This design comes from an exercise in tuning for small area, a short achievable clock period and few clock cycles per item on the open sky130 flow, not from production work.
The RTL was checked by simulation tests, not by an equivalence proof against the original design.
Power is estimated from default activity; no workload was simulated.

==> flow/design.v <==
package exe_pkg;
   localparam int FIFO_DEPTH = 4;
   localparam int FIFO_PTR_W = $clog2(FIFO_DEPTH);
   localparam int SCALAR_REGS = 16;
   typedef logic [31:0] instr_word_t;
   typedef logic [7:0] instr_field_t;
   typedef logic [31:0] scalar_t;
   typedef logic [3:0] sreg_idx_t;
   typedef logic [4:0] vreg_idx_t;
   typedef logic [31:0] vec_len_t;
   typedef enum logic [7:0] {
      NO_OP   = 8'h00,
      LV      = 8'h10,
      SV      = 8'h11,
      MTC1    = 8'h20,
      MFC1    = 8'h21,
      MOV_IMM = 8'h30
   } vopcode_t;
   typedef enum logic {
      DEC_INSTR = 1'b0,
      DEC_IMM   = 1'b1
   } decode_state_t;
endpackage
`timescale 1ns/1ps
module opcode_fifo (
   input  logic        clk,
   input  logic        reset,
   input  logic        push,
   input  exe_pkg::instr_word_t push_data,
   input  logic        pop,
   output exe_pkg::instr_word_t head,
   output logic        empty,
   output logic        full
);
   exe_pkg::instr_word_t mem [exe_pkg::FIFO_DEPTH];
   logic [exe_pkg::FIFO_PTR_W-1:0] wr_ptr;
   logic [exe_pkg::FIFO_PTR_W-1:0] rd_ptr;
   logic [exe_pkg::FIFO_PTR_W:0]   count;
   logic do_push;
   logic do_pop;
   assign do_push = push && !full;
   assign do_pop  = pop && !empty;
   assign head  = mem[rd_ptr];
   assign empty = (count == '0);
   assign full  = (count == (exe_pkg::FIFO_PTR_W + 1)'(exe_pkg::FIFO_DEPTH));
   always_ff @(posedge clk) begin
      if (do_push) begin
         mem[wr_ptr] <= push_data;
      end
   end
   always_ff @(posedge clk or negedge reset) begin
      if (!reset) begin
         wr_ptr <= '0;
         rd_ptr <= '0;
         count  <= '0;
      end else begin
         if (do_push) begin
            wr_ptr <= wr_ptr + 1'b1;
         end
         if (do_pop) begin
            rd_ptr <= rd_ptr + 1'b1;
         end
         case ({do_push, do_pop})
            2'b10:   count <= count + 1'b1;
            2'b01:   count <= count - 1'b1;
            default: count <= count;
         endcase
      end
   end
endmodule
`timescale 1ns/1ps
module instr_decode (
   input  logic        clk,
   input  logic        reset,
   input  exe_pkg::instr_word_t head0,
   input  logic        empty0,
   input  exe_pkg::instr_word_t head1,
   input  logic        empty1,
   output logic        pop0,
   output logic        pop1,
   output logic         issue_valid,
   output exe_pkg::vopcode_t     issue_op,
   output exe_pkg::instr_field_t issue_r1,
   output exe_pkg::instr_field_t issue_r2,
   output exe_pkg::instr_word_t  issue_imm,
   input  logic         issue_ready
);
   exe_pkg::decode_state_t state;
   logic        rr_ptr;
   exe_pkg::instr_word_t sel_word;
   logic        sel_empty;
   logic        reg_free;
   logic        pop;
   exe_pkg::vopcode_t    sel_op;
   assign sel_word  = rr_ptr ? head1 : head0;
   assign sel_empty = rr_ptr ? empty1 : empty0;
   assign sel_op    = exe_pkg::vopcode_t'(sel_word[31:24]);
   assign reg_free = !issue_valid || issue_ready;
   assign pop      = !sel_empty && reg_free;
   assign pop0     = pop && !rr_ptr;
   assign pop1     = pop && rr_ptr;
   always_ff @(posedge clk or negedge reset) begin
      if (!reset) begin
         state       <= exe_pkg::DEC_INSTR;
         rr_ptr      <= 1'b0;
         issue_valid <= 1'b0;
      end else begin
         if (issue_valid && issue_ready) begin
            issue_valid <= 1'b0;
         end
         if (pop) begin
            rr_ptr <= ~rr_ptr;
            if (state == exe_pkg::DEC_INSTR) begin
               if (sel_op == exe_pkg::MOV_IMM) begin
                  state       <= exe_pkg::DEC_IMM;
                  issue_valid <= 1'b0;
               end else begin
                  issue_valid <= 1'b1;
               end
            end else begin
               state       <= exe_pkg::DEC_INSTR;
               issue_valid <= 1'b1;
            end
         end
      end
   end
   always_ff @(posedge clk) begin
      if (pop) begin
         if (state == exe_pkg::DEC_INSTR) begin
            issue_op <= sel_op;
            issue_r1 <= sel_word[23:16];
            issue_r2 <= sel_word[15:8];
         end else begin
            issue_imm <= sel_word;
         end
      end
   end
endmodule
`timescale 1ns/1ps
module scalar_regfile (
   input  logic      clk,
   input  logic      reset,
   input  exe_pkg::sreg_idx_t rd_idx,
   output exe_pkg::scalar_t   rd_data,
   input  logic      wr_en,
   input  exe_pkg::sreg_idx_t wr_idx,
   input  exe_pkg::scalar_t   wr_data
);
   exe_pkg::scalar_t regs [exe_pkg::SCALAR_REGS];
   assign rd_data = regs[rd_idx];
   always_ff @(posedge clk or negedge reset) begin
      if (!reset) begin
         for (int i = 0; i < exe_pkg::SCALAR_REGS; i++) begin
            regs[i] <= '0;
         end
      end else if (wr_en) begin
         regs[wr_idx] <= wr_data;
      end
   end
endmodule
`timescale 1ns/1ps
module exe_control (
   input  logic      clk,
   input  logic      reset,
   input  logic         issue_valid,
   input  exe_pkg::vopcode_t     issue_op,
   input  exe_pkg::instr_field_t issue_r1,
   input  exe_pkg::instr_field_t issue_r2,
   input  exe_pkg::instr_word_t  issue_imm,
   output logic         issue_ready,
   output exe_pkg::sreg_idx_t rd_idx,
   input  exe_pkg::scalar_t   rd_data,
   output logic      wr_en,
   output exe_pkg::sreg_idx_t wr_idx,
   output exe_pkg::scalar_t   wr_data,
   input  logic      ls_busy,
   output logic      ls_req_valid,
   output logic      ls_req_write,
   output exe_pkg::vreg_idx_t ls_req_vreg,
   output exe_pkg::scalar_t   ls_req_addr,
   output exe_pkg::vec_len_t  ls_req_length
);
   exe_pkg::vec_len_t vec_len;
   logic     fire;
   logic     is_mem;
   assign issue_ready = !ls_req_valid;
   assign fire        = issue_valid && issue_ready;
   assign is_mem      = (issue_op == exe_pkg::LV) || (issue_op == exe_pkg::SV);
   assign rd_idx = issue_r2[3:0];
   assign wr_idx = issue_r1[3:0];
   always_comb begin
      wr_en   = 1'b0;
      wr_data = issue_imm;
      case (issue_op)
         exe_pkg::MFC1: begin
            wr_en   = fire;
            wr_data = vec_len;
         end
         exe_pkg::MOV_IMM: begin
            wr_en = fire;
         end
         default: begin
            wr_en = 1'b0;
         end
      endcase
   end
   always_ff @(posedge clk or negedge reset) begin
      if (!reset) begin
         vec_len      <= '0;
         ls_req_valid <= 1'b0;
      end else begin
         if (fire && (issue_op == exe_pkg::MTC1)) begin
            vec_len <= rd_data;
         end
         if (fire && is_mem) begin
            ls_req_valid <= 1'b1;
         end else if (ls_req_valid && !ls_busy) begin
            ls_req_valid <= 1'b0;
         end
      end
   end
   always_ff @(posedge clk) begin
      if (fire && is_mem) begin
         ls_req_write  <= (issue_op == exe_pkg::SV);
         ls_req_vreg   <= issue_r1[4:0];
         ls_req_addr   <= rd_data;
         ls_req_length <= vec_len;
      end
   end
endmodule
`timescale 1ns/1ps
module vector_exe_unit (
   input  logic        clk,
   input  logic        reset,
   input  logic        opcode_vld,
   input  exe_pkg::instr_word_t opcode0,
   input  exe_pkg::instr_word_t opcode1,
   input  logic        ls_busy,
   output logic        inst_buff_full,
   output logic        ls_req_valid,
   output logic        ls_req_write,
   output exe_pkg::vreg_idx_t   ls_req_vreg,
   output exe_pkg::scalar_t     ls_req_addr,
   output exe_pkg::vec_len_t    ls_req_length
);
   exe_pkg::instr_word_t head0;
   exe_pkg::instr_word_t head1;
   logic        empty0;
   logic        empty1;
   logic        full0;
   logic        full1;
   logic        pop0;
   logic        pop1;
   exe_pkg::sreg_idx_t   rd_idx;
   exe_pkg::scalar_t     rd_data;
   logic        wr_en;
   exe_pkg::sreg_idx_t   wr_idx;
   exe_pkg::scalar_t     wr_data;
   logic         issue_valid;
   exe_pkg::vopcode_t     issue_op;
   exe_pkg::instr_field_t issue_r1;
   exe_pkg::instr_field_t issue_r2;
   exe_pkg::instr_word_t  issue_imm;
   logic         issue_ready;
   assign inst_buff_full = full0 || full1;
   opcode_fifo buffer0 (.clk(clk), .reset(reset), .push(opcode_vld), .push_data(opcode0),
      .pop(pop0), .head(head0), .empty(empty0), .full(full0));
   opcode_fifo buffer1 (.clk(clk), .reset(reset), .push(opcode_vld), .push_data(opcode1),
      .pop(pop1), .head(head1), .empty(empty1), .full(full1));
   instr_decode decoder (.clk(clk), .reset(reset), .head0(head0), .empty0(empty0),
      .head1(head1), .empty1(empty1), .pop0(pop0), .pop1(pop1), .issue_valid(issue_valid),
      .issue_op(issue_op), .issue_r1(issue_r1), .issue_r2(issue_r2), .issue_imm(issue_imm),
      .issue_ready(issue_ready));
   scalar_regfile sregs (.clk(clk), .reset(reset), .rd_idx(rd_idx), .rd_data(rd_data),
      .wr_en(wr_en), .wr_idx(wr_idx), .wr_data(wr_data));
   exe_control executor (.clk(clk), .reset(reset), .issue_valid(issue_valid),
      .issue_op(issue_op), .issue_r1(issue_r1), .issue_r2(issue_r2), .issue_imm(issue_imm),
      .issue_ready(issue_ready),
      .rd_idx(rd_idx), .rd_data(rd_data), .wr_en(wr_en), .wr_idx(wr_idx), .wr_data(wr_data),
      .ls_busy(ls_busy), .ls_req_valid(ls_req_valid), .ls_req_write(ls_req_write),
      .ls_req_vreg(ls_req_vreg), .ls_req_addr(ls_req_addr), .ls_req_length(ls_req_length));
endmodule
==> flow/run.sh <==
#!/bin/bash
# synth_recipe.tcl (not shown) runs the flow's synth.tcl, then flattens the netlist and writes it again
# the make line also repeats each setting of config.mk as NAME=value (left out here)
make -C /OpenROAD-flow-scripts/flow DESIGN_CONFIG=/design/flow/config.mk WORK_HOME=/design/flow/orfs CLKGATE_MAP_FILE= SYNTH_SCRIPT=/design/flow/synth_recipe.tcl finish
==> flow/config.mk <==
export PLATFORM = sky130hd
export DESIGN_NAME = vector_exe_unit
export DESIGN_NICKNAME = vector_exe_unit
export VERILOG_FILES = /design/flow/design.v
export SDC_FILE = /design/flow/constraint.sdc
export NUM_CORES = 4
export LEC_CHECK = 0
export CAP_MARGIN = 20
export CORE_MARGIN = 2
export CORE_UTILIZATION = 40
export SLEW_MARGIN = 20
==> flow/constraint.sdc <==
create_clock -name core_clock -period 4.0 [get_ports {clk}]
set_input_delay 0.8000 -clock core_clock [delete_from_list [all_inputs] [get_ports {clk}]]
set_output_delay 0.8000 -clock core_clock [all_outputs]
set_load 0.01 [all_outputs]
==> impl_metrics.tcl <==
set metrics [dict create \
    initial_core_util_pct 40.2 \
    ys_ff_latch 937 \
    die_h_microns 315 \
    yosysSeqAreaShare_pct 65.3 \
    rows 114 \
    num_vias 26000 \
    overflow 0 \
    skew_ns 0.0294 \
    nNetsFinal 3305 \
    gp_congestion 0.857 \
    wirelength_microns 117000 \
    grtUsageTotal_pct 23.7 \
    cap_violations 0 \
    pwr-share-comb_pct 29.4 \
    hold_viol_final 0 \
    tightest_slew_ns 1.22 \
    yosys.cell_types.count 76 \
    dieArea_sq_um 99500 \
    post-route-period-util_pct 83.3 \
    synthCells 3098 \
    outcome "no timing/DRC/antenna violations" \
    hold_buffers 0 \
    antenna_found_initial 3 \
    clock-root-buffer "clkbuf_16" \
    synth_area_leaders "dfrtp_1, edfxtp_1, o21ai_0" \
    crit_type "reg2reg" \
    report.final.setup_viol 0 \
    final.setup.tns_ns 0 \
    drive_gt1_share_pct 14.5 \
    viasPerCell 5.68 \
    cts_tree "built" \
    max_slew_margin_pct 18.3 \
    min_path_type "in2async" \
    power_frac_seq_pct 42.2 \
    post_cts_buffers 0 \
    cts_buffer_depth 3 \
    io_pins 140 \
    crit_fanout 27 \
    fmax_mhz 300 \
    yosysTopAreaCell "dfrtp_1" \
    clkTransAtPathRegs_ns 0.06 \
    yosysWarnings 5 \
    drc_errors 0 \
    cp.arrival_ns 3.83 \
    crit_path_start_kind "flop" \
    synthToLayoutAreaGrowth_pct 16.1 \
    worstReg2RegEnd "sregs.regs[1][9]" \
    cts_sinks 937 \
    leakagePower_nw 18.1 \
    rsz0062_at_grt "false" \
    pwr_density_cell_nw_per_um2 686 \
    first_pass_iters 7 \
    yosysTopAreaCellShare_pct 36.3 \
    grt_pass1_vias 25500 \
    drv_slew 0 \
    pwr-share-clk_pct 28.4 \
    final_area_sq_um 45000 \
    cts_buffers 93 \
    rrSetupSlack_ns 0.67 \
    grt_pass1_wl_microns 174000 \
    port_buffers 139 \
    synth_edf_count 375 \
    syn-cell-area_sq_um 38800 \
    ant_nets 0 \
    place_area_sq_um 42000 \
    cts_resized 0 \
    clk_latency_ns 0.68 \
    r2r_cells 6 \
    required_ns 4.50 \
    internal-power_mw 20.2 \
    drt_iter0_markers 2718 \
    syn_avg_cell_area_sq_um 12.5 \
    r2r_start "decoder.issue_op[1]" \
    core_area_sq_um 96400 \
    critPathCaptureType "flop" \
    ys.flop_type "dfrtp_1" \
    htreeDepth 3 \
    dpl.hpwl_microns 74600 \
    swShare_pct 34.5 \
    synth_nets 3178 \
    synthArstFlopShare_pct 60.0 \
    grt_max_degree 111 \
    routedWlPerCell_microns 25.6 \
    post-route-min-period_ns 3.33 \
    die_w_microns 315 \
    fillerInstances 8718 \
    switching_power_mw 10.7 \
    max-vdd-ir-drop_mv 0.561 \
]
[layer usage]
metal,GRT usage (%),vias to the layer above,wire length (microns)
met1,33.6,13200,50700
met4,9.04,2,4380
met2,36.7,1073,53900
li1,-,11500,-
met3,3.93,240,8370
met5,0,-,15
[state kept, by name (all words and copies together) (netlist names), 3 cells and up]
signal and count:
executor.ls_req_length 32, executor.vec_len 32, decoder.issue_op 8, buffer1.count 3, decoder.issue_imm 32, decoder.issue_r1 5, buffer0.mem 128, sregs.regs 512
executor.ls_req_vreg 5, executor.ls_req_addr 32, buffer1.mem 128, buffer0.count 3, decoder.issue_r2 4
[power groups by stage]
stage | registers, mW | logic [mW] | clock network [mW]
6_report | 13.0 | 9.08 | 8.78
3_3_place_gp | 13.2 | 8.90 | 0
4_1_cts | 13.0 | 9.00 | 8.89
2_1_floorplan | 12.7 | 5.30 | 0
3_5_place_dp | 13.2 | 8.95 | 0
5_1_grt | 13.2 | 9.56 | 9.28
[cells in the final DEF, fill, tap and decap left out, types with 32 or more instances in the layout]
master and count:
nand2_1 381, mux2i_1 55, edfxtp_1 375, dfrtp_1 557, a221oi_1 32, a22oi_1 52, clkbuf_16 94, nor2_1 255
mux2_2 79, clkdlybuf4s50_1 138, mux4_2 63, buf_4 122, a21oi_1 238, o21ai_0 369
[synth_stat cells (25+ instances only)]
cell type	instances
mux2_2	79
mux2i_4	30
nand3_1	25
mux4_2	63
a221oi_1	32
a21oi_1	238
buf_2	41
o21ai_0	369
buf_1	26
a22oi_1	52
mux2i_1	55
nor2_1	258
a22o_1	30
buf_4	25
clkbuf_1	151
dfrtp_1	562
edfxtp_1	375
nand2_1	381
[stage by stage]
step	utilization [%]	hold slack [ns]	setup WS (ns)	instances	total power, mW
final	46.7	0.0803	0.669	4580	30.9
after global routing	46.7	0.106	0.547	4579	32.0
after CTS	46.7	0.0705	0.695	4579	30.9
after detailed placement	43.6	0.464	0.716	4406	22.2
after global placement	43.6	0.454	0.735	4406	22.1
after floorplan	-	0.400	0.198	3098	18.0
[worst max path at each step]
stage                        startpoint                 endpoint  slack [ns]
floorplan           decoder.issue_op[1]  executor.ls_req_addr[0]        0.20
global placement    decoder.issue_op[1]         sregs.regs[9][9]        0.73
detailed placement  decoder.issue_op[1]         sregs.regs[9][9]        0.72
CTS                 decoder.issue_op[1]         sregs.regs[4][9]        0.69
global route        decoder.issue_op[1]         sregs.regs[8][9]        0.55
finish              decoder.issue_op[1]         sregs.regs[1][9]        0.67
[area by class of cell]
| cell class | count | area [sq um] | share of cell area, % |
|---|---|---|---|
| Sequential cell | 937 | 25300 | 56.2 |
| Multi-Input combinational cell | 1897 | 12400 | 27.4 |
| Timing Repair Buffer | 278 | 2650 | 5.89 |
| Clock buffer | 129 | 2520 | 5.60 |
| Tap cell | 1276 | 1600 | 3.54 |
| Clock inverter | 44 | 504 | 1.12 |
| Inverter | 18 | 67.6 | 0.150 |
| Antenna cell | 1 | 2.50 | 0.00556 |
[critical path: stages (launching register included)]
cell and delay [ns]:
edfxtp_1 0.35, or4_1 0.54, or3b_4 0.43, or3_4 0.73, buf_4 0.39, mux2i_4 0.46
o21ai_0 0.18
[cells by family after synthesis]
family	count (synthesis)	share of synthesized area, %
AOI/OAI and AO/OA	869	13.3
xor gates and xnor gates	13	0.294
adders and majority gates	12	0.426
buffers and inverters	264	2.99
DFF	937	65.3
muxes	227	9.11
and+or+nand+nor	776	8.59
Testbench counts, summed over its fixed seeds: cycles 35,483, items 19,384.

==> separate check: timing with driven ports <==
The results above use ideal ports. As a check the final layout listed here was re-extracted and re-timed, cells and wires unchanged.
Step 1 (the two cells are an assumption about what drives the block):
set clk [get_ports {clk}]
set_driving_cell -lib_cell sky130_fd_sc_hd__clkbuf_16 $clk
set_driving_cell -lib_cell sky130_fd_sc_hd__buf_2 [delete_from_list [all_inputs] $clk]
Step 2 times the ports against the registers' clock, not the clock port: input delays grow and output delays shrink by t, the midpoint of the rising clock arrivals with the driver on.
a / b / c = ideal ports / drivers / drivers and shift; a / b = the first two.
t, ns: 0.724
setup WS [ns]: 0.669 / 0.669 / 0.669
worst hold slack (ns): 0.080 / 0.101 / 0.475
worst setup path after step 2: register to register
worst slew at a driven data input, ns: 0.08
After both steps setup and hold are still met in this run. The setup slack of this run moves by 0.000 ns with the drivers and by 0.000 ns with both steps.
